This design comes from an exercise in tuning for small area on the open sky130 flow, not from production work.
The RTL was checked by simulation tests, not by an equivalence proof against the original design.
Power figures rest on the tool's default switching activity, not on a simulated workload.

<file path="run.sh">
#!/bin/bash
# synth_recipe.tcl (not shown) runs the flow's synth.tcl, then flattens the netlist and writes it again
# the make line also repeats each setting of config.mk as NAME=value (left out here)
make -C /OpenROAD-flow-scripts/flow DESIGN_CONFIG=/design/flow/config.mk WORK_HOME=/design/flow/orfs CLKGATE_MAP_FILE= SYNTH_SCRIPT=/design/flow/synth_recipe.tcl finish
</file>
<file path="config.mk">
export PLATFORM = sky130hd
export DESIGN_NAME = multicycle_core
export DESIGN_NICKNAME = multicycle_core
export VERILOG_FILES = /design/flow/design.v
export SDC_FILE = /design/flow/constraint.sdc
export NUM_CORES = 4
export LEC_CHECK = 0
export ABC_AREA = 1
export CAP_MARGIN = 20
export CORE_MARGIN = 2
export CORE_UTILIZATION = 30
export CTS_BUF_LIST = sky130_fd_sc_hd__clkbuf_4
export PLACE_DENSITY = 0.45
export SLEW_MARGIN = 20
</file>
<file path="constraint.sdc">
create_clock -name core_clock -period 10.0 [get_ports {clk}]
set_input_delay 2.0000 -clock core_clock [delete_from_list [all_inputs] [get_ports {clk}]]
set_output_delay 2.0000 -clock core_clock [all_outputs]
set_load 0.01 [all_outputs]
</file>
<file path="design.v">
package core_pkg;
  localparam logic [5:0] OP_RTYPE = 6'b000000;
  localparam logic [5:0] OP_ADDI  = 6'b001000;
  localparam logic [5:0] OP_LW    = 6'b100011;
  localparam logic [5:0] OP_SW    = 6'b101011;
  localparam logic [5:0] OP_BEQ   = 6'b000100;
  localparam logic [5:0] OP_BNE   = 6'b000101;
  localparam logic [5:0] OP_J     = 6'b000010;
  localparam logic [5:0] FN_ADD   = 6'b100000;
  localparam logic [5:0] FN_SUB   = 6'b100010;
  localparam logic [5:0] FN_AND   = 6'b100100;
  localparam logic [5:0] FN_OR    = 6'b100101;
  localparam logic [5:0] FN_SLT   = 6'b101010;
  localparam logic [5:0] FN_SLL   = 6'b000000;
  localparam logic [5:0] FN_SRL   = 6'b000010;
  localparam logic [3:0] S_INIT   = 4'd0;   
  localparam logic [3:0] S_FETCH  = 4'd1;   
  localparam logic [3:0] S_WAIT   = 4'd2;   
  localparam logic [3:0] S_RDT    = 4'd3;   
  localparam logic [3:0] S_SHQ    = 4'd4;   
  localparam logic [3:0] S_EXEC   = 4'd5;   
  localparam logic [3:0] S_P2     = 4'd6;   
  localparam logic [3:0] S_MEM    = 4'd7;   
  localparam logic [3:0] S_WAITWB = 4'd8;   
  localparam logic [3:0] S_HALT   = 4'd9;
endpackage
module core_alu (
  input  logic [3:0] a,
  input  logic [3:0] b,
  input  logic       cin,
  input  logic       sub,
  input  logic       lop,    
  input  logic       lor,    
  output logic [3:0] y,
  output logic       cout
);
  logic [3:0] bb, s;
  logic [4:0] c;
  assign bb = b ^ {4{sub}};
  assign c[0] = cin;
  for (genvar i = 0; i < 4; i++) begin : g_fa
    assign s[i]   = a[i] ^ bb[i] ^ c[i];
    assign c[i+1] = (a[i] & bb[i]) | (a[i] & c[i]) | (bb[i] & c[i]);
  end
  assign cout = c[4];
  assign y = !lop ? s : lor ? (a | b) : (a & b);
endmodule
import core_pkg::*;
module multicycle_core #(
  parameter int                ADDR_W   = 32,
  parameter logic [ADDR_W-1:0] RESET_PC = '0
) (
  input  logic              clk,
  input  logic              rst,
  output logic              imem_req,
  output logic [ADDR_W-1:0] imem_addr,
  input  logic              imem_ready,
  input  logic [31:0]       imem_rdata,
  output logic              dmem_req,
  output logic              dmem_we,
  output logic [ADDR_W-1:0] dmem_addr,
  output logic [31:0]       dmem_wdata,
  input  logic              dmem_ready,
  input  logic [31:0]       dmem_rdata,
  output logic [ADDR_W-1:0] pc_out,
  output logic [31:0]       alu_result,
  output logic              retire,
  output logic              halted
);
  logic [3:0]   state, state_n;
  logic [2:0]   ph;
  logic [31:0]  ir, ar, wd;
  logic [31:0]  pc;            
  logic         c, cp;
  logic [991:0] rf;            
  logic [5:0] op, fn;
  logic [4:0] rs, rt, rd, sh, dest, rsel;
  assign op = ir[31:26];
  assign fn = ir[5:0];
  assign rs = ir[25:21];
  assign rt = ir[20:16];
  assign rd = ir[15:11];
  assign sh = ir[10:6];
  logic is_r, is_mem, is_sw, is_addi, is_br, is_j, is_slt, is_sh, writes, need_rt;
  assign is_mem  = op[5];
  assign is_sw   = op[5] & op[3];
  assign is_addi = !op[5] & op[3];
  assign is_br   = !op[5] & op[2];
  assign is_j    = !op[5] & op[1];
  assign is_r    = !op[5] & !op[3] & !op[2] & !op[1];
  assign is_slt  = is_r & fn[3];
  assign is_sh   = is_r & !fn[5];
  assign writes  = is_r | is_addi | (is_mem & !is_sw);
  assign need_rt = is_r | is_sw | is_br;
  assign dest    = is_r ? rd : rt;
  function automatic logic legal_f(input logic [31:0] w);
    logic [5:0] o, f;
    o = w[31:26];
    f = w[5:0];
    if (o == OP_RTYPE)
      legal_f = f == FN_ADD || f == FN_SUB || f == FN_AND || f == FN_OR || f == FN_SLT ||
                f == FN_SLL || f == FN_SRL;
    else
      legal_f = o == OP_ADDI || o == OP_LW || o == OP_SW || o == OP_BEQ || o == OP_BNE || o == OP_J;
  endfunction
  logic ph0, ph7;
  assign ph0 = ph == 3'd0;
  assign ph7 = ph == 3'd7;
  logic st_init, st_fetch, st_rdt, st_shq, st_exec, st_p2, st_mem;
  assign st_init  = state == S_INIT;
  assign st_fetch = state == S_FETCH;
  assign st_rdt   = state == S_RDT;
  assign st_shq   = state == S_SHQ;
  assign st_exec  = state == S_EXEC;
  assign st_p2    = state == S_P2;
  assign st_mem   = state == S_MEM;
  logic [127:0] taps;
  logic [3:0]   rq;
  always_comb begin
    taps[3:0] = 4'b0000;
    for (int i = 1; i < 32; i++) taps[4*i +: 4] = rf[32*(i-1) +: 4];
  end
  assign rsel = st_rdt ? rt : rs;
  assign rq   = taps[{rsel, 2'b00} +: 4];
  logic [3:0] irq, immq;
  assign irq  = ir[{ph, 2'b00} +: 4];
  assign immq = ph[2] ? {4{ir[15]}} : irq;
  logic [3:0] alu_y;
  logic       alu_c, sub, lt, eq, taken;
  assign sub = is_r & fn[5] & fn[1];
  core_alu u_alu (
    .a(rq), .b(is_r ? wd[3:0] : immq), .cin(ph0 ? sub : c), .sub(sub),
    .lop(is_r & fn[2]), .lor(fn[0]), .y(alu_y), .cout(alu_c)
  );
  assign lt    = (rq[3] ^ wd[3]) ? rq[3] : alu_y[3];
  assign eq    = c & (rq == wd[3:0]);
  assign taken = eq ^ op[0];
  logic [2:0] nrot;
  logic [3:0] shq;
  logic [5:0] jb [4];
  assign nrot = fn[1] ? sh[4:2] : 3'd0 - sh[4:2];
  always_comb
    for (int b = 0; b < 4; b++) begin
      jb[b] = {1'b0, ph, 2'b00} + 6'(b);
      shq[b] = (fn[1] ? wd[5'(b) + 5'(sh[1:0])] : wd[5'(b) - 5'(sh[1:0])]) &
               (fn[1] ? !(jb[b] + {1'b0, sh} > 6'd31) : !(jb[b] < {1'b0, sh}));
    end
  logic [3:0] exres, p2res;
  assign exres = is_sh ? shq : alu_y;
  assign p2res = is_r ? {3'b000, c & ph0} : wd[3:0];
  logic       pc_shift, pcin, pc_c;
  logic [3:0] pc_s, pc_in;
  assign pc_shift = st_init || st_exec || (st_p2 && is_br);
  assign pcin = (st_exec & ph0) | (cp & !ph0);
  assign {pc_c, pc_s} = {1'b0, pc[3:0]} + {1'b0, st_p2 ? immq : 4'b0000} + {4'b0000, pcin};
  always_comb begin
    pc_in = pc_s;
    if (st_init) pc_in = 4'b0000;
    else if (st_exec && is_j) begin
      if (ph < 3'd6) pc_in = irq;
      else if (ph == 3'd6) pc_in[1:0] = irq[1:0];
    end
  end
  logic [3:0] first;
  assign imem_req   = st_fetch;
  assign imem_addr  = ADDR_W'({pc[29:0], 2'b00});
  assign dmem_req   = st_mem;
  assign dmem_we    = st_mem && is_sw;
  assign dmem_addr  = ADDR_W'(ar);
  assign dmem_wdata = wd;
  assign alu_result = ar;
  assign pc_out     = ADDR_W'({pc[29:0], 2'b00});
  assign halted     = state == S_HALT;
  assign first      = need_rt ? S_RDT : S_EXEC;
  always_comb begin
    state_n = state;
    case (state)
      S_INIT:   if (ph7) state_n = S_FETCH;
      S_FETCH:  if (imem_ready) state_n = !legal_f(imem_rdata) ? S_HALT : ph7 ? S_WAIT : S_WAIT;
      S_WAIT:   if (ph7) state_n = first;
      S_RDT:    if (ph7) state_n = is_sh ? S_SHQ : S_EXEC;
      S_SHQ:    if (ph7) state_n = S_EXEC;
      S_EXEC:   if (ph7) state_n = is_mem ? S_MEM : (is_slt || (is_br && taken)) ? S_P2 : S_FETCH;
      S_P2:     if (ph7) state_n = S_FETCH;
      S_MEM:    if (dmem_ready) state_n = is_sw ? S_FETCH : ph7 ? S_P2 : S_WAITWB;
      S_WAITWB: if (ph7) state_n = S_P2;
      default:  ;
    endcase
  end
  always_ff @(posedge clk or negedge rst)
    if (!rst) begin
      state  <= S_INIT;
      ph     <= 3'd0;
      retire <= 1'b0;
    end else begin
      state  <= state_n;
      ph     <= ph + 3'd1;
      retire <= (st_exec && ph7 && !is_mem && !is_slt && !(is_br && taken))
             || (st_p2 && ph7 && !is_mem)
             || (st_mem && dmem_ready);
    end
  logic       wen;
  logic [3:0] wbits;
  assign wen   = (st_exec || st_p2) && writes && dest != 5'd0;
  assign wbits = st_init ? 4'b0000 : st_exec ? exres : p2res;
  always_ff @(posedge clk) begin
    if (st_fetch) ir <= imem_rdata;
    if (pc_shift) begin
      pc <= {pc_in, pc[31:4]};
      cp <= pc_c;
    end
    if (st_exec) c <= is_br ? (ph0 | c) & (rq == wd[3:0]) : (ph7 & is_slt) ? lt : alu_c;
    if (st_exec || st_p2) ar <= {st_exec ? exres : p2res, ar[31:4]};
    if (st_rdt) wd <= {rq, wd[31:4]};
    else if (st_exec || st_p2 || (st_shq && ph < nrot)) wd <= {wd[3:0], wd[31:4]};
    else if (st_mem && !is_sw) wd <= dmem_rdata;
    for (int i = 1; i < 32; i++)
      rf[32*(i-1) +: 32] <= {(st_init || (wen && dest == 5'(i))) ? wbits : rf[32*(i-1) +: 4],
                             rf[32*(i-1) + 4 +: 28]};
  end
endmodule
</file>
==> reports/results.tsv, run 1 <==
stage	metric	value	unit
layout	share of the core filled with cells	0.368	
layout	number of fill cells in the layout	10200	
drt	Vias	18500	
critical_path	cell with the largest stage delay on the worst path	sky130_fd_sc_hd__clkdlybuf4s50_1	
power	Cell Pwr Density	324	nW/um^2
drt	first drt pass iteration count	6	
run_status	outcome	timing/DRC/antenna clean	
layout	area added between synthesis and finish	21.6	%
critical_path	CP peak stage delay	0.61	ns
power	Power Total	12.2	mW
global_routing	Remaining Overflow, GRT	0	
placed_design	IO buf count	228	
critical_path	capturing element type of the critical path	output port	
die	standard cell core area	102000	sq um
power	net switching power figure	3.35	mW
clock_network	Reg clk slew, reported paths	0.07	ns
min_path	type of the tightest min-delay check	flop to flop	
global_routing	global-route usage over all layers	0.141	
power	clock share of power	0.309	
critical_path	Setup crit start kind	flop	
clock_network	clock tree from TritonCTS	built	
die	Starting Density	0.303	
clock_network	source-to-sink clock delay at the later pin of the worst-skew pair	1.11	ns
sta	unrepaired setup endpoints after global routing	false	
clock_network	Clock Sink Count	1130	
drt	antenna-violating nets left	0	
sta	Worst Tran Pin Value	1.12	ns
power	Reg power frac	0.557	
yosys	count of different cell masters after synthesis	50	
drt	Via density	4.12	
global_routing	number of global-route vias before repair	19000	
power	internal power	8.80	mW
drt	overall routed net length	73900	um
yosys	count of mapped cells out of synthesis	2521	
clock_network	Num CTS Buffers	300	
sta	clock period minus worst slack	5.41	ns
die	die footprint	105000	sq um
yosys	synthesized area per cell	12.2	sq um
clock_network	clock tree buffer depth	4	
yosys	library cell with the highest instance count after synthesis	sky130_fd_sc_hd__dfxtp_1	
power	switching power share of the total	0.276	
power	maximum resistive drop on vdd	0.0882	mV
sta	clock skew after layout	0.101	ns
global_routing	maximum number of pins on one net before global-route repair	58	
global_routing	first-pass GRT wire length	114000	um
yosys	cells taking the most area after synthesis	sky130_fd_sc_hd__dfxtp_1 64%, sky130_fd_sc_hd__edfxtp_1 13%, sky130_fd_sc_hd__nand2_1 5.7%	
placed_design	cell count after placement	3978	
yosys	warnings from Yosys	2	
yosys	Syn Std Cell Area	30800	sq um
drt	initial detailed-routing violation count	1106	
sta	final count of pins violating max slew	0	
layout	layout cell share with drive strength beyond 1	0.167	
sta	Achievable Freq	185	MHz
global_routing	antenna violations before repair	3	
yosys	cell type with the highest aggregate area in the netlist	sky130_fd_sc_hd__dfxtp_1	
yosys	number of enable-type register cells in the synthesized netlist	130	
sta	# setup viols final	0	
critical_path	crit path DAT	3.41	ns
run	Max Cap Violations	0	
sta	total negative slack for setup checks	0	ns
power	Lkg Pwr	15.3	nW
die	vertical extent of the die	325	um
yosys	proportion of synthesized chip area in sequential cells	0.777	
clock_network	number of gates resized after CTS	0	
critical_path	critical path buffer and inverter count	4	
layout	nets	3004	
die	die span in x	325	um
yosys	register bit count reported by yosys	1130	
yosys	Async SR Flop Fraction	0.00708	
placed_design	detailed-placement wirelength estimate	49200	um
clock_network	CTS H-tree lvls	5	
clock_network	CTS Root Buffer Type	sky130_fd_sc_hd__clkbuf_4	
die	number of standard-cell rows in the floorplan	117	
yosys	leading register cell type out of synthesis	sky130_fd_sc_hd__dfxtp_1	
critical_path	path type of the worst setup path	flop to output port	
die	number of top-level design ports	233	
placed_design	final weighted congestion in routability-driven placement	0.897	
critical_path	Data required, critical path	8.00	ns
power	Comb pwr share	0.134	
sta	worst rel slew slack	0.252	
critical_path	critical path cell sequence	inv_1 > nor2_1 > inv_1 > nor2_1 > inv_1 > nor2_1 > clkdlybuf4s50_1	
drt	DRC violation count after routing	0	
layout	number of cells in the finished layout apart from fillers	4480	
drt	post-detailed-route wirelength per cell	16.5	um
sta	share of the clock period used by the worst path	0.541	
critical_path	cell family contributing the most delay on the critical path	buffers and inverters	
sta	count of final hold-check violations	0	
clock_network	setup bufs post-CTS	0	
clock_network	Post-CTS Hold Buffers	0	
critical_path	CP max FO	5	
yosys	Commonest cells post-synth	992 x sky130_fd_sc_hd__dfxtp_1, 471 x sky130_fd_sc_hd__nand2_1, 183 x sky130_fd_sc_hd__nand3_1	
yosys	share of the synthesized area in the top cell type	0.644	
## metrics by stage
stage	setup slack, ns	instance area, sq um	hold WS [ns]
final	4.59	37500	0.241
after global routing	4.33	37500	0.237
after CTS	4.53	37500	0.225
after detailed placement	4.71	33900	0.312
after global placement	4.85	33900	0.310
after floorplan	5.86	30900	0.310
## worst paths after layout
check | slack, ns | cells after the start | to | startpoint
max in group asynchronous | 8.40 | 1 | ph[2] | rst
worst min-delay path | 0.24 | 0 | rf[257] | rf[261]
worst max register to register | 4.96 | 22 | rf[991] | state[3]
worst max-delay path | 4.59 | 7 | dmem_we | state[2]
min in group asynchronous | 1.26 | 1 | state[2] | rst
worst min register to register | 0.24 | 0 | rf[257] | rf[261]
## cells by family (layout without fill, tap and decap cells)
group,count (synthesis),in the layout,synth area share
DFF,1130,1130,0.777
and+or+nand+nor,757,757,0.103
buffers and inverters,316,895,0.0540
AOI/OAI and AO/OA,285,285,0.0529
adders and majority gates,25,25,0.0113
xor gates and xnor gates,7,7,0.00199
other,1,13,0.000122
## placed cells by master, fill, tap and decap left out, types with 59 or more instances in the layout
cell type,count
sky130_fd_sc_hd__nand3_1,183
sky130_fd_sc_hd__nor2_1,76
sky130_fd_sc_hd__o21ai_1,89
sky130_fd_sc_hd__o21ai_0,75
sky130_fd_sc_hd__inv_1,154
sky130_fd_sc_hd__nand2_1,471
sky130_fd_sc_hd__a21oi_1,59
sky130_fd_sc_hd__clkbuf_4,423
sky130_fd_sc_hd__edfxtp_1,130
sky130_fd_sc_hd__clkdlybuf4s50_1,228
sky130_fd_sc_hd__dfxtp_1,992
## power groups by stage
stage / clock, mW / sequential [mW] / combinational [mW]
5_1_grt: 4.19 / 6.93 / 1.82
4_1_cts: 3.94 / 6.80 / 1.66
3_5_place_dp: 0 / 6.87 / 1.64
3_3_place_gp: 0 / 6.85 / 1.64
2_1_floorplan: 0 / 6.60 / 1.06
6_report: 3.76 / 6.76 / 1.63
## sequential cells by signal, summed over array words and instances (netlist names)
register / cells
ar: 32
ir: 32
state: 4
rf: 992
wd: 32
cp: 1
retire: 1
c: 1
pc: 32
ph: 3
## layer usage
layer | vias up | global-route usage | wire length (um)
li1 | 9013 | - | -
met1 | 8661 | 0.179 | 34000
met2 | 644 | 0.219 | 33200
met3 | 155 | 0.0415 | 4220
met4 | 0 | 0.0714 | 2410
met5 | - | 0 | 0
## area by class of cell
cell class / count / area [sq um] / share of cell area
clock buffers: 423 / 3180 / 0.0846
well taps: 1368 / 1710 / 0.0456
inverters: 160 / 606 / 0.0161
diodes: 9 / 22.5 / 0.000600
flip-flops and latches: 1130 / 24000 / 0.639
repair buffers: 242 / 2390 / 0.0636
clock inverters: 70 / 387 / 0.0103
multi-input cells: 1078 / 5270 / 0.140
==> run 2, diff against run 1 <==
--- a/config.mk
+++ b/config.mk
@@ -10,5 +10,4 @@
 export CORE_MARGIN = 2
 export CORE_UTILIZATION = 30
-export CTS_BUF_LIST = sky130_fd_sc_hd__clkbuf_4
 export PLACE_DENSITY = 0.45
 export SLEW_MARGIN = 20
==> run 2 against run 1 <==
Against the previous run: highest routed layer unchanged; non-clock buffer count is the same; flip-flop and latch count did not move; hold slack better by 0.071 ns.
==> reports/results.tsv, run 2 <==
stage	metric	value	unit
yosys	share of the synthesized area in the top cell type	0.644	
die	number of top-level design ports	233	
sta	worst rel slew slack	0.264	
global_routing	global-route usage over all layers	0.136	
clock_network	CTS H-tree lvls	3	
sta	count of final hold-check violations	0	
clock_network	source-to-sink clock delay at the later pin of the worst-skew pair	0.68	ns
drt	post-detailed-route wirelength per cell	17.2	um
sta	final count of pins violating max slew	0	
critical_path	cell with the largest stage delay on the worst path	sky130_fd_sc_hd__clkdlybuf4s50_1	
critical_path	critical path cell sequence	inv_1 > nor2_1 > inv_1 > nor2_1 > inv_1 > nor2_1 > clkdlybuf4s50_1	
die	die span in x	325	um
layout	Final Instance Area	37700	sq um
global_routing	first-pass GRT wire length	109000	um
yosys	main combinational cell family by area after synthesis	simple AND/OR/NAND/NOR gates	
yosys	fraction of synthesized area in multiplexers	0	
min_path	terminating pin of the worst hold path	rf[564]	
yosys	library cell with the highest instance count after synthesis	sky130_fd_sc_hd__dfxtp_1	
sta	Worst Tran Pin Value	1.10	ns
drt	overall routed net length	71900	um
placed_design	final weighted congestion in routability-driven placement	0.897	
yosys	cell type with the highest aggregate area in the netlist	sky130_fd_sc_hd__dfxtp_1	
global_routing	antenna violations before repair	1	
yosys	Commonest cells post-synth	992 x sky130_fd_sc_hd__dfxtp_1, 471 x sky130_fd_sc_hd__nand2_1, 183 x sky130_fd_sc_hd__nand3_1	
layout	number of fill cells in the layout	9911	
drt	first drt pass iteration count	5	
critical_path	Setup crit start kind	flop	
clock_network	Post-CTS Hold Buffers	0	
yosys	leading register cell type out of synthesis	sky130_fd_sc_hd__dfxtp_1	
yosys	parity-gate share of the synthesized area counting xor and xnor cells	0.00199	
critical_path	launch point of the worst reg-to-reg path	state[3]	
yosys	Syn Std Cell Area	30800	sq um
critical_path	CP startpoint	state[2]	
min_path	type of the tightest min-delay check	flop to flop	
layout	number of flip-flops under the largest register name	992	
die	vertical extent of the die	325	um
clock_network	clock tree from TritonCTS	built	
min_path	hold depth	0	
layout	commonest cells after routing, fill and taps aside	992 x sky130_fd_sc_hd__dfxtp_1, 471 x sky130_fd_sc_hd__nand2_1, 228 x sky130_fd_sc_hd__clkdlybuf4s50_1, 183 x sky130_fd_sc_hd__nand3_1, 154 x sky130_fd_sc_hd__inv_1	
sta	Achievable Freq	198	MHz
die	Starting Density	0.303	
critical_path	critical path buffer and inverter count	4	
clock_network	CTS Root Buffer Type	sky130_fd_sc_hd__clkbuf_16	
sta	clock skew after layout	0.0337	ns
critical_path	capturing element type of the critical path	output port	
layout	nets	2812	
clock_network	Clock Sink Count	1130	
drt	antenna-violating nets left	0	
drt	Vias	17300	
global_routing	maximum number of pins on one net before global-route repair	58	
global_routing	Remaining Overflow, GRT	0	
clock_network	Num CTS Buffers	108	
yosys	adder-cell share of the synthesized area	0.0113	
yosys	count of mapped cells out of synthesis	2521	
clock_network	setup bufs post-CTS	0	
drt	Via density	4.13	
critical_path	cell family contributing the most delay on the critical path	buffers and inverters	
power	Cell Pwr Density	333	nW/um^2
critical_path	critical register-to-register path endpoint	rf[991]	
critical_path	Data required, critical path	8.00	ns
clock_network	Reg clk slew, reported paths	0.07	ns
run_status	outcome	timing/DRC/antenna clean	
layout	register containing the most flip-flops in the final layout	rf	
die	die footprint	105000	sq um
run	Max Cap Violations	0	
layout	layout cell share with drive strength beyond 1	0.0897	
critical_path	slack of the worst reg-to-reg path	5.01	ns
layout	most common cell after layout, fill and taps aside	sky130_fd_sc_hd__dfxtp_1	
critical_path	CP max FO	5	
critical_path	path type of the worst setup path	flop to output port	
die	standard cell core area	102000	sq um
sta	unrepaired setup endpoints after global routing	false	
critical_path	depth of the most critical reg-to-reg path	20	
placed_design	detailed-placement wirelength estimate	49200	um
power	maximum resistive drop on vdd	0.147	mV
drt	DRC violation count after routing	0	
clock_network	clock tree buffer depth	3	
critical_path	crit path DAT	3.05	ns
sta	clock period minus worst slack	5.05	ns
sta	share of the clock period used by the worst path	0.505	
die	number of standard-cell rows in the floorplan	117	
layout	area added between synthesis and finish	22.2	%
critical_path	CP peak stage delay	0.62	ns
yosys	proportion of synthesized chip area in sequential cells	0.777	
yosys	warnings from Yosys	2	
yosys	number of enable-type register cells in the synthesized netlist	130	
min_path	Worst Hold Launch	rf[568]	
drt	initial detailed-routing violation count	1180	
yosys	area share of and/or/nand/nor cells after synthesis	0.103	
yosys	cells taking the most area after synthesis	sky130_fd_sc_hd__dfxtp_1 64%, sky130_fd_sc_hd__edfxtp_1 13%, sky130_fd_sc_hd__nand2_1 5.7%	
yosys	synthesized area per cell	12.2	sq um
placed_design	IO buf count	228	
placed_design	post-detailed-placement cell area	33900	sq um
yosys	count of different cell masters after synthesis	50	
clock_network	number of gates resized after CTS	0	
global_routing	number of global-route vias before repair	17200	
yosys	register bit count reported by yosys	1130	
sta	# setup viols final	0	
power	Power Total	12.6	mW
power	Lkg Pwr	15.0	nW
yosys	Compound-Gate Fraction of Synth Area	0.0529	
yosys	Async SR Flop Fraction	0.00708	
sta	total negative slack for setup checks	0	ns
run 2: per-layer routing:
metal,GRT usage,vias to the layer above,wire length (um)
met3,0.0309,149,3900
met5,0,-,0
met2,0.214,521,31900
met4,0.0557,0,2620
li1,-,8453,-
met1,0.181,8143,33500
run 2: final cells by class:
type | count | area (sq um) | share of cell area
inverters | 160 | 606 | 0.0161
repair buffers | 242 | 2390 | 0.0633
multi-input cells | 1078 | 5270 | 0.140
clock buffers | 164 | 3360 | 0.0892
diodes | 1 | 2.50 | 0.0000664
well taps | 1368 | 1710 | 0.0454
clock inverters | 34 | 398 | 0.0106
flip-flops and latches | 1130 | 24000 | 0.636
run 2: kinds of logic (layout without fill, tap and decap cells):
| group | count (synthesis) | in the layout |
|---|---|---|
| flops | 1130 | 1130 |
| fa+ha+maj | 25 | 25 |
| simple gates | 757 | 757 |
| other cells | 1 | 5 |
| buf+inv | 316 | 600 |
| xor+xnor | 7 | 7 |
| compound gates | 285 | 285 |
run 2: worst max path at each step:
stage | slack, ns | cells past startpoint | end
final | 4.95 | 7 | dmem_we
after global routing | 4.56 | 26 | rf[991]
after CTS | 4.70 | 26 | rf[991]
after floorplan | 5.86 | 3 | imem_req
after global placement | 4.85 | 26 | rf[991]
after detailed placement | 4.71 | 26 | rf[991]
run 2: power by group:
| group | internal [mW] | switching (mW) | total (mW) |
|---|---|---|---|
| clock | 2.50 | 1.67 | 4.17 |
| sequential | 6.21 | 0.550 | 6.76 |
| combinational | 0.550 | 1.08 | 1.63 |
| total | 9.26 | 3.29 | 12.6 |
run 2: stage by stage:
stage | setup WS [ns] | util | hold WS [ns] | instances
finish | 4.95 | 0.370 | 0.312 | 4177
global route | 4.56 | 0.370 | 0.316 | 4176
CTS | 4.70 | 0.370 | 0.310 | 4176
detailed placement | 4.71 | 0.333 | 0.312 | 3978
global placement | 4.85 | 0.333 | 0.310 | 3978
floorplan | 5.86 | - | 0.310 | 2524
==> run 3, diff against run 2 <==
==> flow/run.sh (new file) <==
#!/bin/bash
# Standard ORFS layout, with the smallest buffer on the ports and a clock tree without dummy loads.
set -euo pipefail
export BUFFER_PORTS_ARGS="-buffer_cell sky130_fd_sc_hd__buf_1"
export CTS_ARGS="-sink_clustering_enable -repair_clock_nets -dont_use_dummy_load -buf_list {sky130_fd_sc_hd__clkbuf_4 sky130_fd_sc_hd__clkbuf_8}"
bash standard.sh > standard.log 2>&1
==> standard.sh (new file) <==
#!/bin/bash
# synth_recipe.tcl (not shown) runs the flow's synth.tcl, then flattens the netlist and writes it again
# the make line also repeats each setting of config.mk as NAME=value (left out here)
make -C /OpenROAD-flow-scripts/flow DESIGN_CONFIG=/design/flow/config.mk WORK_HOME=/design/flow/orfs CLKGATE_MAP_FILE= SYNTH_SCRIPT=/design/flow/synth_recipe.tcl "${@:-finish}"
removed: run.sh
==> run 3 against run 2 <==
Against the previous run: critical path type is now flop to flop; largest power group unchanged; clock skew rose by 0.047 ns; sequential share of layout area rose by 5.0 points; synthesized area is the same; highest routed layer unchanged.
==> reports/results.tsv, run 3 <==
stage	metric	value	unit
run_status	outcome	timing/DRC/antenna clean	
critical_path	Setup crit start kind	flop	
power	maximum resistive drop on vdd	0.0998	mV
yosys	count of mapped cells out of synthesis	2521	
critical_path	capturing element type of the critical path	flop	
global_routing	number of global-route vias before repair	17400	
power	clock share of power	0.265	
global_routing	maximum number of pins on one net before global-route repair	52	
yosys	share of the synthesized area in the top cell type	0.644	
critical_path	Critical Path End	rf[991]	
clock_network	setup bufs post-CTS	0	
die	die footprint	105000	sq um
sta	Post-Route Hold Slack	0.261	ns
sta	# setup viols final	0	
run	Max Cap Violations	0	
layout	number of fill cells in the layout	10100	
clock_network	Clock Sink Count	1130	
yosys	warnings from Yosys	2	
critical_path	critical path buffer and inverter count	2	
yosys	leading register cell type out of synthesis	sky130_fd_sc_hd__dfxtp_1	
min_path	type of the tightest min-delay check	flop to flop	
layout	area added between synthesis and finish	13.4	%
die	standard cell core area	102000	sq um
sta	clock skew after layout	0.0811	ns
die	Starting Density	0.303	
critical_path	Data required, critical path	10.60	ns
drt	antenna-violating nets left	0	
yosys	synthesized area per cell	12.2	sq um
clock_network	clock tree buffer depth	3	
critical_path	CP peak stage delay	0.61	ns
layout	share of the core filled with cells	0.343	
power	Comb pwr share	0.135	
sta	count of final hold-check violations	0	
yosys	register bit count reported by yosys	1130	
layout	nets	2882	
critical_path	critical path cell sequence	nor2_4 > nand3_2 > nand2_4 > nand2_1 > nand2_1 > nand2_1 > nand3_1 > nand3_1 > nand3_1 > nand2_1 > nand2_1 > nand2_1 > nand2_1 > fa_1 > inv_1 > fa_1 > fa_1 > o21a_1 > o21ai_1 > nand2_1 > nand2_1 > nand2_1 > buf_4 > o21ai_0	
sta	unrepaired setup endpoints after global routing	false	
global_routing	antenna violations before repair	2	
critical_path	launch point of the worst reg-to-reg path	state[3]	
critical_path	WP depth	24	
power	switching power share of the total	0.274	
power	Reg power frac	0.600	
clock_network	clock tree from TritonCTS	built	
yosys	Syn Std Cell Area	30800	sq um
sta	share of the clock period used by the worst path	0.491	
drt	DRC violation count after routing	0	
yosys	Async SR Flop Fraction	0.00708	
placed_design	final weighted congestion in routability-driven placement	0.861	
critical_path	slack of the worst reg-to-reg path	5.09	ns
clock_network	CTS H-tree lvls	4	
critical_path	CP startpoint	state[3]	
yosys	cell type with the highest aggregate area in the netlist	sky130_fd_sc_hd__dfxtp_1	
clock_network	Post-CTS Hold Buffers	0	
sta	worst rel slew slack	0.318	
power	Cell Pwr Density	323	nW/um^2
drt	first drt pass iteration count	5	
die	die span in x	325	um
critical_path	cell with the largest stage delay on the worst path	sky130_fd_sc_hd__nand2_4	
layout	layout cell share with drive strength beyond 1	0.0897	
global_routing	first-pass GRT wire length	107000	um
sta	Worst Tran Pin Value	1.02	ns
die	number of top-level design ports	233	
layout	number of flip-flops under the largest register name	992	
power	Power Total	11.3	mW
drt	initial detailed-routing violation count	989	
clock_network	source-to-sink clock delay at the later pin of the worst-skew pair	0.80	ns
yosys	library cell with the highest instance count after synthesis	sky130_fd_sc_hd__dfxtp_1	
drt	post-detailed-route wirelength per cell	17.0	um
yosys	count of different cell masters after synthesis	50	
drt	Via density	4.15	
drt	overall routed net length	70600	um
sta	total negative slack for setup checks	0	ns
critical_path	critical register-to-register path endpoint	rf[991]	
global_routing	global-route usage over all layers	0.134	
critical_path	path type of the worst setup path	flop to flop	
clock_network	number of gates resized after CTS	0	
critical_path	depth of the most critical reg-to-reg path	24	
power	internal power	8.20	mW
critical_path	crit path DAT	5.51	ns
clock_network	CTS Root Buffer Type	sky130_fd_sc_hd__clkbuf_8	
critical_path	most frequent cell on the critical path	sky130_fd_sc_hd__nand2_1	
die	number of standard-cell rows in the floorplan	117	
power	Lkg Pwr	13.8	nW
die	vertical extent of the die	325	um
clock_network	Num CTS Buffers	175	
yosys	cells taking the most area after synthesis	sky130_fd_sc_hd__dfxtp_1 64%, sky130_fd_sc_hd__edfxtp_1 13%, sky130_fd_sc_hd__nand2_1 5.7%	
drt	Vias	17300	
layout	commonest cells after routing, fill and taps aside	992 x sky130_fd_sc_hd__dfxtp_1, 471 x sky130_fd_sc_hd__nand2_1, 228 x sky130_fd_sc_hd__buf_1, 183 x sky130_fd_sc_hd__nand3_1, 175 x sky130_fd_sc_hd__clkbuf_8	
sta	final count of pins violating max slew	0	
sta	Achievable Freq	204	MHz
clock_network	Reg clk slew, reported paths	0.06	ns
critical_path	cell family contributing the most delay on the critical path	simple AND/OR/NAND/NOR gates	
layout	most common cell after layout, fill and taps aside	sky130_fd_sc_hd__dfxtp_1	
yosys	Commonest cells post-synth	992 x sky130_fd_sc_hd__dfxtp_1, 471 x sky130_fd_sc_hd__nand2_1, 183 x sky130_fd_sc_hd__nand3_1	
placed_design	detailed-placement wirelength estimate	48200	um
global_routing	Remaining Overflow, GRT	0	
placed_design	IO buf count	228	
power	net switching power figure	3.09	mW
sta	clock period minus worst slack	4.91	ns
layout	register containing the most flip-flops in the final layout	rf	
yosys	proportion of synthesized chip area in sequential cells	0.777	
yosys	number of enable-type register cells in the synthesized netlist	130	
critical_path	CP max FO	51	
## run 3: cell count changes in the layout (fill, tap and decap cells not counted), sizes merged, moves of 4 or more
cell	delta
clkinv	-20
clkinvlp	-4
bufinv	-7
clkdlybuf4s50	-228
clkbuf	+11
buf	+231
## run 3: cell type report
cell class / instances / area [sq um] / share of cell area
clock buffers: 175 / 2410 / 0.0689
repair buffers: 245 / 1020 / 0.0291
multi-input cells: 1078 / 5260 / 0.150
diodes: 1 / 2.50 / 0.0000716
flip-flops and latches: 1130 / 24000 / 0.685
inverters: 160 / 606 / 0.0173
well taps: 1368 / 1710 / 0.0490
## run 3: worst min-delay path by stage
| stage | from | to | slack, ns | cells after the start |
|---|---|---|---|---|
| after floorplan | rf[4] | rf[0] | 0.31 | 0 |
| after global placement | rf[405] | rf[401] | 0.31 | 0 |
| after detailed placement | rf[215] | rf[211] | 0.31 | 0 |
| after CTS | rf[260] | rf[256] | 0.25 | 0 |
| after global routing | rf[260] | rf[256] | 0.26 | 0 |
| final | rf[562] | rf[558] | 0.26 | 0 |
## run 3: power by group through the flow
stage               Clock, mW  Combinational, mW  Sequential [mW]
CTS                      3.14               1.54             6.80
floorplan                   0               1.06             6.60
global placement            0               1.53             6.84
detailed placement          0               1.53             6.85
finish                   2.99               1.52             6.77
global route             3.33               1.71             6.93
## run 3: cell families after synthesis
family / share of synthesized area
adders and majority gates: 0.0113
AOI/OAI and AO/OA: 0.0529
other: 0.000122
and+or+nand+nor: 0.103
DFF: 0.777
xor gates and xnor gates: 0.00199
buffers and inverters: 0.0540
## run 3: through the flow
step / cells / area (sq um) / worst slack [ns]
after global placement: 3979 / 32500 / 4.78
after CTS: 4155 / 34900 / 4.72
after floorplan: 2524 / 30900 / 5.86
final: 4157 / 35000 / 5.09
after detailed placement: 3980 / 32500 / 4.70
after global routing: 4157 / 35000 / 4.66
## run 3: per-layer routing
| metal | track usage | share of wire | vias up |
|---|---|---|---|
| met5 | 0 | 0 | - |
| met4 | 0.0675 | 0.039 | 0 |
| met3 | 0.0370 | 0.058 | 137 |
| met2 | 0.206 | 0.45 | 536 |
| met1 | 0.172 | 0.46 | 8101 |
| li1 | - | - | 8483 |
## run 3: worst reg2reg max path, delay by kind of cell (launching register included)
family          cells  cell delay, ns
compound gates      3            0.39
fa+ha+maj           3            1.02
buf+inv             2            0.50
simple gates       16            2.44
flops               1            0.43
==> run 4, diff against run 3 <==
==> flow/run.sh (replaced) <==
#!/bin/bash
# Standard ORFS layout, with the smallest buffer on the ports and a clock tree without dummy loads.
set -euo pipefail
export BUFFER_PORTS_ARGS="-buffer_cell sky130_fd_sc_hd__buf_1"
export CTS_ARGS="-sink_clustering_enable -repair_clock_nets -dont_use_dummy_load -buf_list {sky130_fd_sc_hd__clkbuf_8} -sink_clustering_size 20 -sink_clustering_max_diameter 50"
bash standard.sh > standard.log 2>&1
==> run 4 against run 3 <==
Against the previous run: die area did not move; combinational power barely moved; worst setup slack got worse by 0.12 ns; first-iteration DRC count increased by 1.4%; hold slack got worse by 0.0089 ns; power is 7.4% lower.
==> reports/results.tsv, run 4 <==
stage	metric	value	unit
power	switching power share of the total	0.281	
yosys	Syn Std Cell Area	30800	sq um
power	internal power	7.51	mW
critical_path	CP max FO	51	
layout	register containing the most flip-flops in the final layout	rf	
die	vertical extent of the die	325	um
placed_design	post-detailed-placement cell area	32500	sq um
clock_network	Post-CTS Hold Buffers	0	
placed_design	cell count after placement	3980	
global_routing	number of global-route vias before repair	16600	
power	Comb pwr share	0.146	
layout	layout cell share with drive strength beyond 1	0.0635	
placed_design	post-placement worst setup slack	4.70	ns
yosys	Async SR Flop Fraction	0.00708	
global_routing	global-route usage over all layers	0.130	
power	Power Total	10.4	mW
clock_network	number of gates resized after CTS	0	
layout	area added between synthesis and finish	9.89	%
clock_network	CTS Root Buffer Type	sky130_fd_sc_hd__clkbuf_8	
power	maximum resistive drop on vdd	0.108	mV
drt	Via density	4.15	
power	Cell Pwr Density	308	nW/um^2
critical_path	depth of the most critical reg-to-reg path	24	
sta	clock skew after layout	0.0980	ns
yosys	cells taking the most area after synthesis	sky130_fd_sc_hd__dfxtp_1 64%, sky130_fd_sc_hd__edfxtp_1 13%, sky130_fd_sc_hd__nand2_1 5.7%	
layout	number of fill cells in the layout	10100	
sta	Worst Tran Pin Value	1.07	ns
die	die span in x	325	um
layout	share of the core filled with cells	0.333	
clock_network	Clock Sink Count	1130	
drt	first drt pass iteration count	5	
sta	Achievable Freq	199	MHz
global_routing	first-pass GRT wire length	104000	um
min_path	type of the tightest min-delay check	flop to flop	
die	number of top-level design ports	233	
clock_network	Reg clk slew, reported paths	0.09	ns
yosys	proportion of synthesized chip area in sequential cells	0.777	
placed_design	final weighted congestion in routability-driven placement	0.861	
clock_network	CTS H-tree lvls	3	
yosys	Commonest cells post-synth	992 x sky130_fd_sc_hd__dfxtp_1, 471 x sky130_fd_sc_hd__nand2_1, 183 x sky130_fd_sc_hd__nand3_1	
layout	number of cells in the finished layout apart from fillers	4080	
layout	Final Instance Area	33900	sq um
drt	overall routed net length	69600	um
yosys	register bit count reported by yosys	1130	
global_routing	antenna violations before repair	3	
critical_path	slack of the worst reg-to-reg path	4.97	ns
sta	share of the clock period used by the worst path	0.503	
critical_path	CP startpoint	state[2]	
critical_path	path type of the worst setup path	flop to flop	
die	Starting Density	0.303	
power	net switching power figure	2.93	mW
layout	nets	2804	
yosys	share of the synthesized area in the top cell type	0.644	
sta	clock period minus worst slack	5.03	ns
sta	fin worst setup slack	4.97	ns
placed_design	detailed-placement wirelength estimate	48200	um
sta	# setup viols final	0	
power	clock share of power	0.208	
power	Reg power frac	0.646	
critical_path	capturing element type of the critical path	flop	
die	standard cell core area	102000	sq um
drt	post-detailed-route wirelength per cell	17.1	um
run_status	outcome	timing/DRC/antenna clean	
yosys	count of different cell masters after synthesis	50	
sta	unrepaired setup endpoints after global routing	false	
clock_network	source-to-sink clock delay at the later pin of the worst-skew pair	0.76	ns
die	die footprint	105000	sq um
layout	number of flip-flops under the largest register name	992	
critical_path	Critical Path End	rf[991]	
clock_network	setup bufs post-CTS	0	
clock_network	clock tree buffer depth	3	
power	Lkg Pwr	13.3	nW
yosys	library cell with the highest instance count after synthesis	sky130_fd_sc_hd__dfxtp_1	
drt	Vias	16900	
critical_path	launch point of the worst reg-to-reg path	state[2]	
sta	worst rel slew slack	0.286	
sta	total negative slack for setup checks	0	ns
placed_design	IO buf count	228	
run	Max Cap Violations	0	
clock_network	clock tree from TritonCTS	built	
yosys	leading register cell type out of synthesis	sky130_fd_sc_hd__dfxtp_1	
layout	most common cell after layout, fill and taps aside	sky130_fd_sc_hd__dfxtp_1	
die	number of standard-cell rows in the floorplan	117	
yosys	cell type with the highest aggregate area in the netlist	sky130_fd_sc_hd__dfxtp_1	
yosys	synthesized area per cell	12.2	sq um
critical_path	Data required, critical path	10.54	ns
drt	antenna-violating nets left	0	
critical_path	crit path DAT	5.57	ns
yosys	number of enable-type register cells in the synthesized netlist	130	
drt	DRC violation count after routing	0	
clock_network	Num CTS Buffers	97	
global_routing	maximum number of pins on one net before global-route repair	52	
sta	final count of pins violating max slew	0	
critical_path	Setup crit start kind	flop	
sta	count of final hold-check violations	0	
yosys	count of mapped cells out of synthesis	2521	
drt	initial detailed-routing violation count	1003	
critical_path	critical register-to-register path endpoint	rf[991]	
sta	Post-Route Hold Slack	0.252	ns
global_routing	Remaining Overflow, GRT	0	
layout	commonest cells after routing, fill and taps aside	992 x sky130_fd_sc_hd__dfxtp_1, 471 x sky130_fd_sc_hd__nand2_1, 228 x sky130_fd_sc_hd__buf_1, 183 x sky130_fd_sc_hd__nand3_1, 154 x sky130_fd_sc_hd__inv_1	
yosys	warnings from Yosys	2	
-- run 4: cell counts after synthesis --
No cell type changed its count.
-- run 4: kinds of logic after synthesis --
family / Yosys count / synth area share
compound gates: 285 / 0.0529
xor+xnor: 7 / 0.00199
fa+ha+maj: 25 / 0.0113
buf+inv: 316 / 0.0540
flops: 1130 / 0.777
other cells: 1 / 0.000122
simple gates: 757 / 0.103
-- run 4: critical path, cell delays in order, from the launching register on --
cell and delay [ns]:
sky130_fd_sc_hd__dfrtp_1 0.45, sky130_fd_sc_hd__nor2_4 0.22, sky130_fd_sc_hd__nand3_2 0.34, sky130_fd_sc_hd__nand2_4 0.62, sky130_fd_sc_hd__nand2_1 0.19, sky130_fd_sc_hd__nand2_1 0.10, sky130_fd_sc_hd__nand2_1 0.05, sky130_fd_sc_hd__nand3_1 0.09
sky130_fd_sc_hd__nand3_1 0.10, sky130_fd_sc_hd__nand3_1 0.14, sky130_fd_sc_hd__nand2_1 0.16, sky130_fd_sc_hd__nand2_1 0.13, sky130_fd_sc_hd__nand2_1 0.05, sky130_fd_sc_hd__nand2_1 0.08, sky130_fd_sc_hd__fa_1 0.16, sky130_fd_sc_hd__inv_1 0.05
sky130_fd_sc_hd__fa_1 0.37, sky130_fd_sc_hd__fa_1 0.49, sky130_fd_sc_hd__o21a_1 0.15, sky130_fd_sc_hd__o21ai_1 0.06, sky130_fd_sc_hd__nand2_1 0.08, sky130_fd_sc_hd__nand2_1 0.06, sky130_fd_sc_hd__nand2_1 0.06, sky130_fd_sc_hd__buf_4 0.45
sky130_fd_sc_hd__o21ai_0 0.16
-- run 4: worst min-delay path by stage --
stage	start	to	slack, ns	cells past startpoint
finish	rf[520]	rf[516]	0.25	0
global route	rf[881]	rf[877]	0.24	0
CTS	rf[520]	rf[516]	0.24	0
detailed placement	rf[215]	rf[211]	0.31	0
global placement	rf[405]	rf[401]	0.31	0
floorplan	rf[4]	rf[0]	0.31	0
-- run 4: power by group through the flow --
stage,sequential (mW),combinational [mW],clock [mW]
6_report,6.75,1.52,2.17
5_1_grt,6.92,1.71,2.44
4_1_cts,6.78,1.54,2.29
3_5_place_dp,6.85,1.53,0
3_3_place_gp,6.84,1.53,0
2_1_floorplan,6.60,1.06,0
-- run 4: cell type report --
type / instances / area, sq um / area share
inverter: 160 / 606 / 0.0179
multi-input combinational: 1078 / 5260 / 0.155
timing repair buffer: 245 / 1020 / 0.0300
antenna: 2 / 5.00 / 0.000148
tap: 1368 / 1710 / 0.0505
clock buffer: 97 / 1340 / 0.0394
sequential: 1130 / 24000 / 0.707
-- run 4: per-layer routing --
layer / up-vias / global-route usage / wire length [um]
met3: 142 / 0.0288 / 3520
met5: - / 0 / 0
met4: 0 / 0.0573 / 2890
li1: 8328 / - / -
met2: 485 / 0.204 / 30900
met1: 7977 / 0.173 / 32300
==> run 5, diff against run 4 <==
--- a/config.mk
+++ b/config.mk
@@ -9,5 +9,5 @@
 export CAP_MARGIN = 20
 export CORE_MARGIN = 2
-export CORE_UTILIZATION = 30
-export PLACE_DENSITY = 0.45
+export CORE_UTILIZATION = 55
+export PLACE_DENSITY = 0.65
 export SLEW_MARGIN = 20
==> run 5 against run 4 <==
Against the previous run: hold slack better by 0.011 ns; still clean on timing, DRC and antenna; clock skew is 0.022 ns higher; critical path depth is 2 higher; worst setup slack worse by 0.017 ns; largest cell class unchanged; final cell count is 16% lower; flip-flop and latch count stayed put; count of clock-buffer cells in the layout is 18 lower; register-to-register slack worse by 0.02 ns; sequential share of layout area is 2.3 points higher; via count is 1.1% lower; synthesized cell count stayed put.
==> reports/results.tsv, run 5 <==
stage	metric	value	unit
run_status	outcome	timing/DRC/antenna clean	
die	number of standard-cell rows in the floorplan	86	
clock_network	clock tree from TritonCTS	built	
critical_path	path type of the worst setup path	flop to flop	
layout	layout cell share with drive strength beyond 1	0.0565	
critical_path	CP max FO	51	
layout	register containing the most flip-flops in the final layout	rf	
sta	total negative slack for setup checks	0	ns
global_routing	met3 demand-to-capacity share in global routing	0.0371	
drt	post-detailed-route wirelength per cell	17.8	um
yosys	library cell with the highest instance count after synthesis	sky130_fd_sc_hd__dfxtp_1	
sta	clock skew after layout	0.120	ns
run	Max Cap Violations	0	
placed_design	detailed-placement wirelength estimate	42300	um
global_routing	number of global-route vias before repair	16000	
clock_network	CTS Root Buffer Type	sky130_fd_sc_hd__clkbuf_8	
die	number of top-level design ports	233	
die	standard cell core area	55300	sq um
yosys	Syn Std Cell Area	30800	sq um
layout	most common cell after layout, fill and taps aside	sky130_fd_sc_hd__dfxtp_1	
die	die footprint	58000	sq um
power	Lkg Pwr	13.1	nW
global_routing	maximum number of pins on one net before global-route repair	58	
yosys	leading register cell type out of synthesis	sky130_fd_sc_hd__dfxtp_1	
yosys	warnings from Yosys	2	
placed_design	final weighted congestion in routability-driven placement	0.934	
sta	# setup viols final	0	
power	net switching power figure	2.81	mW
sta	Post-Route Hold Slack	0.264	ns
die	Starting Density	0.558	
critical_path	crit path DAT	5.59	ns
layout	nets	2784	
power	switching power share of the total	0.277	
critical_path	Setup crit start kind	flop	
drt	first drt pass iteration count	6	
sta	Achievable Freq	198	MHz
clock_network	Clock Sink Count	1130	
yosys	Commonest cells post-synth	992 x sky130_fd_sc_hd__dfxtp_1, 471 x sky130_fd_sc_hd__nand2_1, 183 x sky130_fd_sc_hd__nand3_1	
drt	initial detailed-routing violation count	1179	
global_routing	global-route usage over all layers	0.211	
yosys	count of different cell masters after synthesis	50	
power	internal power	7.35	mW
power	Comb pwr share	0.144	
min_path	type of the tightest min-delay check	flop to flop	
global_routing	met2 Usage GRT	0.333	
critical_path	Data required, critical path	10.54	ns
yosys	cell type with the highest aggregate area in the netlist	sky130_fd_sc_hd__dfxtp_1	
layout	area added between synthesis and finish	6.37	%
sta	count of final hold-check violations	0	
placed_design	IO buf count	228	
placed_design	cell count after placement	3359	
drt	Vias	16800	
drt	antenna-violating nets left	0	
global_routing	GR Util met1	0.296	
layout	commonest cells after routing, fill and taps aside	992 x sky130_fd_sc_hd__dfxtp_1, 471 x sky130_fd_sc_hd__nand2_1, 228 x sky130_fd_sc_hd__buf_1, 183 x sky130_fd_sc_hd__nand3_1, 154 x sky130_fd_sc_hd__inv_1	
yosys	count of mapped cells out of synthesis	2521	
drt	DRC violation count after routing	0	
layout	number of flip-flops under the largest register name	992	
clock_network	Post-CTS Hold Buffers	0	
drt	Via density	4.87	
layout	Final Instance Area	32800	sq um
yosys	synthesized area per cell	12.2	sq um
power	Reg power frac	0.663	
global_routing	layer with the highest usage	met2	
clock_network	clock tree buffer depth	3	
sta	share of the clock period used by the worst path	0.504	
sta	final count of pins violating max slew	0	
power	Power Total	10.2	mW
yosys	proportion of synthesized chip area in sequential cells	0.777	
clock_network	number of gates resized after CTS	0	
layout	share of the core filled with cells	0.593	
clock_network	source-to-sink clock delay at the later pin of the worst-skew pair	0.71	ns
placed_design	post-placement worst setup slack	4.92	ns
drt	overall routed net length	61100	um
sta	Worst Tran Pin Value	1.12	ns
clock_network	Reg clk slew, reported paths	0.11	ns
clock_network	setup bufs post-CTS	0	
sta	fin worst setup slack	4.96	ns
placed_design	post-detailed-placement cell area	31700	sq um
global_routing	antenna violations before repair	1	
global_routing	first-pass GRT wire length	91900	um
sta	unrepaired setup endpoints after global routing	false	
power	Cell Pwr Density	310	nW/um^2
power	maximum resistive drop on vdd	0.187	mV
yosys	number of enable-type register cells in the synthesized netlist	130	
die	vertical extent of the die	241	um
power	clock share of power	0.193	
sta	clock period minus worst slack	5.04	ns
critical_path	capturing element type of the critical path	flop	
layout	number of cells in the finished layout apart from fillers	3439	
yosys	cells taking the most area after synthesis	sky130_fd_sc_hd__dfxtp_1 64%, sky130_fd_sc_hd__edfxtp_1 13%, sky130_fd_sc_hd__nand2_1 5.7%	
die	die span in x	241	um
clock_network	Num CTS Buffers	79	
clock_network	CTS H-tree lvls	3	
yosys	register bit count reported by yosys	1130	
yosys	share of the synthesized area in the top cell type	0.644	
yosys	Async SR Flop Fraction	0.00708	
sta	worst rel slew slack	0.249	
global_routing	Remaining Overflow, GRT	0	
-- run 5: cell counts after synthesis --
No cell type changed its count.
-- run 5: worst paths after layout --
check	to	from	slack, ns	depth (start not counted)
setup / recovery	rf[991]	state[0]	4.96	26
hold / removal	rf[659]	rf[663]	0.26	0
setup reg to reg	rf[991]	state[0]	4.96	26
hold reg to reg	rf[659]	rf[663]	0.26	0
max in group asynchronous	ph[1]	rst	8.26	1
min in group asynchronous	state[0]	rst	1.31	1
-- run 5: area by class of cell --
cell class / count / area [sq um]
clock buffer: 79 / 1090
fill: 4486 / 22500
tap: 748 / 936
multi-input combinational: 1078 / 5250
antenna: 1 / 2.50
inverter: 160 / 606
sequential: 1130 / 24000
timing repair buffer: 243 / 968
-- run 5: worst max-delay path, stage by stage (launching register included) --
cell and delay (ns):
sky130_fd_sc_hd__dfrtp_1 0.44, sky130_fd_sc_hd__nand2_2 0.14, sky130_fd_sc_hd__clkinv_4 0.10, sky130_fd_sc_hd__nand2_8 0.15
sky130_fd_sc_hd__nand2_2 0.20, sky130_fd_sc_hd__nand2_2 0.78, sky130_fd_sc_hd__nand2_1 0.13, sky130_fd_sc_hd__nand3_1 0.15
sky130_fd_sc_hd__nand2_1 0.08, sky130_fd_sc_hd__nand2_1 0.07, sky130_fd_sc_hd__nand3_1 0.07, sky130_fd_sc_hd__nand3_1 0.10
sky130_fd_sc_hd__nand2_1 0.14, sky130_fd_sc_hd__nand2_1 0.12, sky130_fd_sc_hd__nand2_1 0.05, sky130_fd_sc_hd__nand2_1 0.08
sky130_fd_sc_hd__fa_1 0.17, sky130_fd_sc_hd__inv_1 0.05, sky130_fd_sc_hd__fa_1 0.38, sky130_fd_sc_hd__fa_1 0.50
sky130_fd_sc_hd__o21a_1 0.15, sky130_fd_sc_hd__o21ai_1 0.06, sky130_fd_sc_hd__nand2_1 0.08, sky130_fd_sc_hd__nand2_1 0.06
sky130_fd_sc_hd__nand2_1 0.06, sky130_fd_sc_hd__buf_4 0.43, sky130_fd_sc_hd__o21ai_0 0.15
-- run 5: kinds of logic (layout without fill, tap and decap cells) --
kind of cell    count (synthesis)  in the layout  share of synthesized area
xor+xnor                        7              7                    0.00199
other cells                     1              5                   0.000122
fa+ha+maj                      25             25                     0.0113
simple gates                  757            757                      0.103
compound gates                285            285                     0.0529
flops                        1130           1130                      0.777
buf+inv                       316            482                     0.0540
-- run 5: power groups by stage --
stage	Sequential (mW)	Clock (mW)	Combinational (mW)
after CTS	6.76	2.02	1.47
after detailed placement	6.84	0	1.46
after global routing	6.90	2.19	1.64
final	6.74	1.96	1.47
after global placement	6.79	0	1.45
after floorplan	6.60	0	1.06
-- run 5: routing by layer --
metal  share of wire  up-vias  routed length (um)
met5               0        -                   0
met4           0.030        0                1840
met3           0.055      110                3360
met2            0.44      516               27200
met1            0.47     7834               28800
li1                -     8294                   -
==> run 6, diff against run 5 <==
==> flow/run.sh (replaced) <==
#!/bin/bash
# Standard ORFS layout, with the smallest buffer on the ports and a clock tree without dummy loads.
set -euo pipefail
export BUFFER_PORTS_ARGS="-buffer_cell sky130_fd_sc_hd__buf_1"
export CTS_ARGS="-sink_clustering_enable -repair_clock_nets -dont_use_dummy_load -buf_list {sky130_fd_sc_hd__clkbuf_16} -sink_clustering_size 32 -sink_clustering_max_diameter 40"
bash standard.sh > standard.log 2>&1
==> run 6 against run 5 <==
Against the previous run: first-iteration DRC count grew 6.9%; clock skew shrank 0.023 ns; via count increased by 1.3%; power grew 12%; sequential power about the same; worst setup slack got worse by 0.098 ns; non-clock buffer count unchanged; critical path depth did not move; cell area grew 4.2%.
==> reports/results.tsv, run 6 <==
stage	metric	value	unit
clock_network	source-to-sink clock delay at the later pin of the worst-skew pair	0.66	ns
yosys	warnings from Yosys	2	
global_routing	global-route usage over all layers	0.214	
critical_path	CP max FO	51	
critical_path	CP startpoint	state[1]	
clock_network	CTS Root Buffer Type	sky130_fd_sc_hd__clkbuf_16	
die	Starting Density	0.558	
clock_network	setup bufs post-CTS	0	
layout	commonest cells after routing, fill and taps aside	992 x sky130_fd_sc_hd__dfxtp_1, 471 x sky130_fd_sc_hd__nand2_1, 228 x sky130_fd_sc_hd__buf_1, 183 x sky130_fd_sc_hd__nand3_1, 154 x sky130_fd_sc_hd__inv_1	
critical_path	critical register-to-register path endpoint	rf[991]	
power	Cell Pwr Density	332	nW/um^2
global_routing	Remaining Overflow, GRT	0	
clock_network	Clock Sink Count	1130	
placed_design	detailed-placement wirelength estimate	42300	um
drt	Vias	17000	
sta	count of final hold-check violations	0	
min_path	hold depth	0	
sta	share of the clock period used by the worst path	0.514	
drt	initial detailed-routing violation count	1260	
min_path	type of the tightest min-delay check	flop to flop	
die	number of standard-cell rows in the floorplan	86	
layout	number of fill cells in the layout	4323	
clock_network	Post-CTS Hold Buffers	0	
clock_network	Reg clk slew, reported paths	0.07	ns
yosys	proportion of synthesized chip area in sequential cells	0.777	
die	number of top-level design ports	233	
sta	worst rel slew slack	0.269	
yosys	count of mapped cells out of synthesis	2521	
yosys	number of enable-type register cells in the synthesized netlist	130	
layout	antenna diode count	0	
yosys	register bit count reported by yosys	1130	
die	standard cell core area	55300	sq um
critical_path	capturing element type of the critical path	flop	
placed_design	final weighted congestion in routability-driven placement	0.934	
critical_path	Setup crit start kind	flop	
die	vertical extent of the die	241	um
min_path	terminating pin of the worst hold path	rf[659]	
critical_path	Data required, critical path	10.46	ns
yosys	Commonest cells post-synth	992 x sky130_fd_sc_hd__dfxtp_1, 471 x sky130_fd_sc_hd__nand2_1, 183 x sky130_fd_sc_hd__nand3_1	
sta	unrepaired setup endpoints after global routing	false	
layout	most common cell after layout, fill and taps aside	sky130_fd_sc_hd__dfxtp_1	
yosys	cell type with the highest aggregate area in the netlist	sky130_fd_sc_hd__dfxtp_1	
die	die span in x	241	um
sta	total negative slack for setup checks	0	ns
global_routing	number of global-route vias before repair	16400	
critical_path	launch point of the worst reg-to-reg path	state[1]	
power	maximum resistive drop on vdd	0.185	mV
drt	overall routed net length	62000	um
drt	DRC violation count after routing	0	
sta	clock skew after layout	0.0976	ns
run	Max Cap Violations	0	
yosys	count of different cell masters after synthesis	50	
yosys	cells taking the most area after synthesis	sky130_fd_sc_hd__dfxtp_1 64%, sky130_fd_sc_hd__edfxtp_1 13%, sky130_fd_sc_hd__nand2_1 5.7%	
yosys	library cell with the highest instance count after synthesis	sky130_fd_sc_hd__dfxtp_1	
clock_network	clock tree from TritonCTS	built	
critical_path	slack of the worst reg-to-reg path	4.86	ns
clock_network	Num CTS Buffers	99	
sta	fin worst setup slack	4.86	ns
sta	final count of pins violating max slew	0	
yosys	Async SR Flop Fraction	0.00708	
die	die footprint	58000	sq um
run_status	outcome	timing/DRC/antenna clean	
layout	area added between synthesis and finish	10.9	%
yosys	leading register cell type out of synthesis	sky130_fd_sc_hd__dfxtp_1	
clock_network	number of gates resized after CTS	0	
global_routing	maximum number of pins on one net before global-route repair	58	
layout	layout cell share with drive strength beyond 1	0.0635	
critical_path	path type of the worst setup path	flop to flop	
critical_path	crit path DAT	5.60	ns
drt	Via density	4.91	
min_path	Worst Hold Launch	rf[663]	
global_routing	antenna violations before repair	0	
sta	Achievable Freq	194	MHz
critical_path	depth of the most critical reg-to-reg path	26	
layout	register containing the most flip-flops in the final layout	rf	
sta	clock period minus worst slack	5.14	ns
yosys	synthesized area per cell	12.2	sq um
global_routing	first-pass GRT wire length	93400	um
drt	first drt pass iteration count	5	
placed_design	post-placement worst setup slack	4.92	ns
clock_network	CTS H-tree lvls	3	
drt	antenna-violating nets left	0	
layout	nets	2804	
yosys	share of the synthesized area in the top cell type	0.644	
placed_design	IO buf count	228	
yosys	Syn Std Cell Area	30800	sq um
clock_network	clock tree buffer depth	3	
sta	Worst Tran Pin Value	1.09	ns
power	Lkg Pwr	13.8	nW
layout	number of flip-flops under the largest register name	992	
sta	# setup viols final	0	
drt	post-detailed-route wirelength per cell	17.9	um
## run 6: cell counts after synthesis
No cell type changed its count.
## run 6: how the worst max path moves through the flow
stage               endpoint  slack, ns
CTS                  rf[991]       4.91
floorplan           imem_req       5.86
detailed placement   rf[991]       4.92
global route         rf[991]       4.46
global placement     rf[991]       5.08
finish               rf[991]       4.86
## run 6: where the power goes
part	internal [mW]	switching, mW	total, mW
combinational	0.436	1.03	1.47
clock	1.73	1.41	3.13
sequential	6.21	0.542	6.76
total	8.38	2.98	11.4
## run 6: logic make-up after synthesis
group,Yosys count,share of synthesized area
xor gates and xnor gates,7,0.00199
adders and majority gates,25,0.0113
other,1,0.000122
buffers and inverters,316,0.0540
DFF,1130,0.777
AOI/OAI and AO/OA,285,0.0529
and+or+nand+nor,757,0.103
## run 6: area by class of cell
class | count | area, sq um | share of cell area
sequential | 1130 | 24000 | 0.701
inverter | 160 | 606 | 0.0177
timing repair buffer | 243 | 968 | 0.0283
multi-input combinational | 1078 | 5250 | 0.153
tap | 748 | 936 | 0.0274
clock buffer | 99 | 2480 | 0.0724
## run 6: worst max-delay path: stages (launching register included)
cell and delay [ns]:
sky130_fd_sc_hd__dfrtp_1 0.45, sky130_fd_sc_hd__nand2_2 0.15, sky130_fd_sc_hd__clkinv_4 0.10, sky130_fd_sc_hd__nand2_8 0.15
sky130_fd_sc_hd__nand2_2 0.21, sky130_fd_sc_hd__nand2_2 0.80, sky130_fd_sc_hd__nand2_1 0.18, sky130_fd_sc_hd__nand2_1 0.11
sky130_fd_sc_hd__nand2_1 0.06, sky130_fd_sc_hd__nand3_1 0.08, sky130_fd_sc_hd__nand3_1 0.08, sky130_fd_sc_hd__nand3_1 0.10
sky130_fd_sc_hd__nand2_1 0.14, sky130_fd_sc_hd__nand2_1 0.12, sky130_fd_sc_hd__nand2_1 0.05, sky130_fd_sc_hd__nand2_1 0.08
sky130_fd_sc_hd__fa_1 0.17, sky130_fd_sc_hd__inv_1 0.05, sky130_fd_sc_hd__fa_1 0.38, sky130_fd_sc_hd__fa_1 0.50
sky130_fd_sc_hd__o21a_1 0.15, sky130_fd_sc_hd__o21ai_1 0.06, sky130_fd_sc_hd__nand2_1 0.08, sky130_fd_sc_hd__nand2_1 0.06
sky130_fd_sc_hd__nand2_1 0.06, sky130_fd_sc_hd__buf_4 0.44, sky130_fd_sc_hd__o21ai_0 0.17
## run 6: per-layer routing
| metal | GRT usage | wire length, um | part of all wire |
|---|---|---|---|
| met5 | 0 | 0 | 0 |
| met2 | 0.340 | 28000 | 0.45 |
| met3 | 0.0401 | 3520 | 0.057 |
| met1 | 0.295 | 28600 | 0.46 |
| met4 | 0.0791 | 1950 | 0.031 |
## run 6: through the flow
stage | std cells | power (mW) | util | instance area (sq um) | hold WS, ns
floorplan | 2524 | 7.66 | - | 30900 | 0.310
global placement | 3359 | 8.24 | 0.573 | 31700 | 0.309
detailed placement | 3359 | 8.30 | 0.573 | 31700 | 0.312
CTS | 3458 | 11.5 | 0.618 | 34200 | 0.250
global route | 3458 | 11.9 | 0.618 | 34200 | 0.266
finish | 3458 | 11.4 | 0.618 | 34200 | 0.255
==> run 7, diff against run 6 <==
==> flow/run.sh (replaced) <==
#!/bin/bash
# Standard ORFS layout, with the smallest buffer on the ports and a clock tree without dummy loads.
set -euo pipefail
export BUFFER_PORTS_ARGS="-buffer_cell sky130_fd_sc_hd__buf_1"
export CTS_ARGS="-sink_clustering_enable -repair_clock_nets -dont_use_dummy_load -buf_list {sky130_fd_sc_hd__clkbuf_4} -sink_clustering_size 10 -sink_clustering_max_diameter 40"
bash standard.sh > standard.log 2>&1
==> run 7 against run 6 <==
Against the previous run: worst setup slack improved by 0.016 ns; first-iteration DRC count fell by 4.4%; maximum frequency rose by 0.31%; combinational power barely moved; synthesized area did not move; register-to-register slack improved by 0.02 ns; clock power fell by 38%; via count rose by 1.0%; utilization fell by 2.6 points; clock skew rose by 0.025 ns; critical path depth did not move; count of clock-buffer cells in the layout rose by 39; critical path type unchanged; critical endpoint unchanged.
==> reports/results.tsv, run 7 <==
stage	metric	value	unit
min_path	type of the tightest min-delay check	flop to flop	
clock_network	Num CTS Buffers	138	
drt	antenna-violating nets left	0	
run	Max Cap Violations	0	
layout	nets	2844	
sta	unrepaired setup endpoints after global routing	false	
clock_network	source-to-sink clock delay at the later pin of the worst-skew pair	1.01	ns
yosys	main combinational cell family by area after synthesis	simple AND/OR/NAND/NOR gates	
layout	number of flip-flops under the largest register name	992	
drt	overall routed net length	62200	um
sta	final count of pins violating max slew	0	
layout	register containing the most flip-flops in the final layout	rf	
power	Lkg Pwr	13.2	nW
layout	area added between synthesis and finish	6.26	%
power	Cell Pwr Density	309	nW/um^2
yosys	count of mapped cells out of synthesis	2521	
die	die span in x	241	um
global_routing	first-pass GRT wire length	93800	um
placed_design	final weighted congestion in routability-driven placement	0.934	
yosys	cell type with the highest aggregate area in the netlist	sky130_fd_sc_hd__dfxtp_1	
power	maximum resistive drop on vdd	0.212	mV
yosys	Commonest cells post-synth	992 x sky130_fd_sc_hd__dfxtp_1, 471 x sky130_fd_sc_hd__nand2_1, 183 x sky130_fd_sc_hd__nand3_1	
global_routing	number of global-route vias before repair	16700	
die	number of standard-cell rows in the floorplan	86	
drt	first drt pass iteration count	8	
critical_path	Setup crit start kind	flop	
drt	Vias	17100	
sta	count of final hold-check violations	0	
yosys	library cell with the highest instance count after synthesis	sky130_fd_sc_hd__dfxtp_1	
critical_path	slack of the worst reg-to-reg path	4.87	ns
layout	commonest cells after routing, fill and taps aside	992 x sky130_fd_sc_hd__dfxtp_1, 471 x sky130_fd_sc_hd__nand2_1, 228 x sky130_fd_sc_hd__buf_1, 183 x sky130_fd_sc_hd__nand3_1, 154 x sky130_fd_sc_hd__inv_1	
yosys	Syn Std Cell Area	30800	sq um
run_status	outcome	timing/DRC/antenna clean	
critical_path	Data required, critical path	10.82	ns
[run 7: critical path: stages, from the launching register on]
cell and delay [ns]:
sky130_fd_sc_hd__dfrtp_1 0.47, sky130_fd_sc_hd__nand2_2 0.15, sky130_fd_sc_hd__clkinv_4 0.10, sky130_fd_sc_hd__nand2_8 0.15, sky130_fd_sc_hd__nand2_2 0.20, sky130_fd_sc_hd__nand2_2 0.78, sky130_fd_sc_hd__nand2_1 0.18, sky130_fd_sc_hd__nand2_1 0.11
sky130_fd_sc_hd__nand2_1 0.06, sky130_fd_sc_hd__nand3_1 0.08, sky130_fd_sc_hd__nand3_1 0.08, sky130_fd_sc_hd__nand3_1 0.10, sky130_fd_sc_hd__nand2_1 0.14, sky130_fd_sc_hd__nand2_1 0.12, sky130_fd_sc_hd__nand2_1 0.05, sky130_fd_sc_hd__nand2_1 0.08
sky130_fd_sc_hd__fa_1 0.17, sky130_fd_sc_hd__inv_1 0.05, sky130_fd_sc_hd__fa_1 0.38, sky130_fd_sc_hd__fa_1 0.50, sky130_fd_sc_hd__o21a_1 0.15, sky130_fd_sc_hd__o21ai_1 0.06, sky130_fd_sc_hd__nand2_1 0.08, sky130_fd_sc_hd__nand2_1 0.06
sky130_fd_sc_hd__nand2_1 0.06, sky130_fd_sc_hd__buf_4 0.44, sky130_fd_sc_hd__o21ai_0 0.16
[run 7: report_power, final]
group          internal [mW]  leakage [nW]  switching (mW)
combinational          0.440          3.16            1.03
sequential              6.20          9.38           0.540
clock                  0.637         0.635            1.29
[run 7: per-stage QoR]
step / instance area [sq um] / power, mW / hold slack (ns) / instances
finish: 32800 / 10.1 / 0.262 / 3500
global route: 32800 / 10.7 / 0.267 / 3500
CTS: 32800 / 10.2 / 0.261 / 3497
detailed placement: 31700 / 8.30 / 0.312 / 3359
global placement: 31700 / 8.24 / 0.309 / 3359
floorplan: 30900 / 7.66 / 0.310 / 2524
[run 7: layout make-up]
class	count	area (sq um)	share of cell area
Inverter	160	606	0.0185
Antenna cell	2	5.00	0.000153
Timing Repair Buffer	244	988	0.0302
Multi-Input combinational cell	1078	5240	0.160
Sequential cell	1130	24000	0.731
Tap cell	748	936	0.0286
Clock buffer	138	1040	0.0316
[run 7: routing by layer]
| metal | routed length (um) | global-route usage | up-vias |
|---|---|---|---|
| met4 | 2010 | 0.102 | 0 |
| met2 | 27700 | 0.338 | 550 |
| met3 | 3580 | 0.0438 | 116 |
| li1 | - | - | 8476 |
| met5 | 0 | 0 | - |
| met1 | 28900 | 0.294 | 8005 |
[run 7: cells by family after synthesis]
family	after synthesis
buffers and inverters	316
other	1
AND/OR/NAND/NOR	757
adder cells (fa/ha/maj)	25
AO/OA/AOI/OAI	285
flip-flops	1130
XOR/XNOR	7
[run 7: path summary, 6_finish.rpt]
| path | to | start | cells past startpoint |
|---|---|---|---|
| worst max-delay path | rf[991] | state[1] | 26 |
| worst min-delay path | rf[720] | rf[724] | 0 |
| worst max register to register | rf[991] | state[1] | 26 |
| worst min register to register | rf[720] | rf[724] | 0 |
| max in group asynchronous | retire | rst | 1 |
| min in group asynchronous | state[2] | rst | 1 |

Setup slack of run 7, layout unchanged: 4.873 ns with ideal ports, 4.873 ns with driving cells assumed (clock clkbuf_16, inputs buf_2), 4.873 ns with port delays also shifted by the 0.999 ns mid clock arrival.
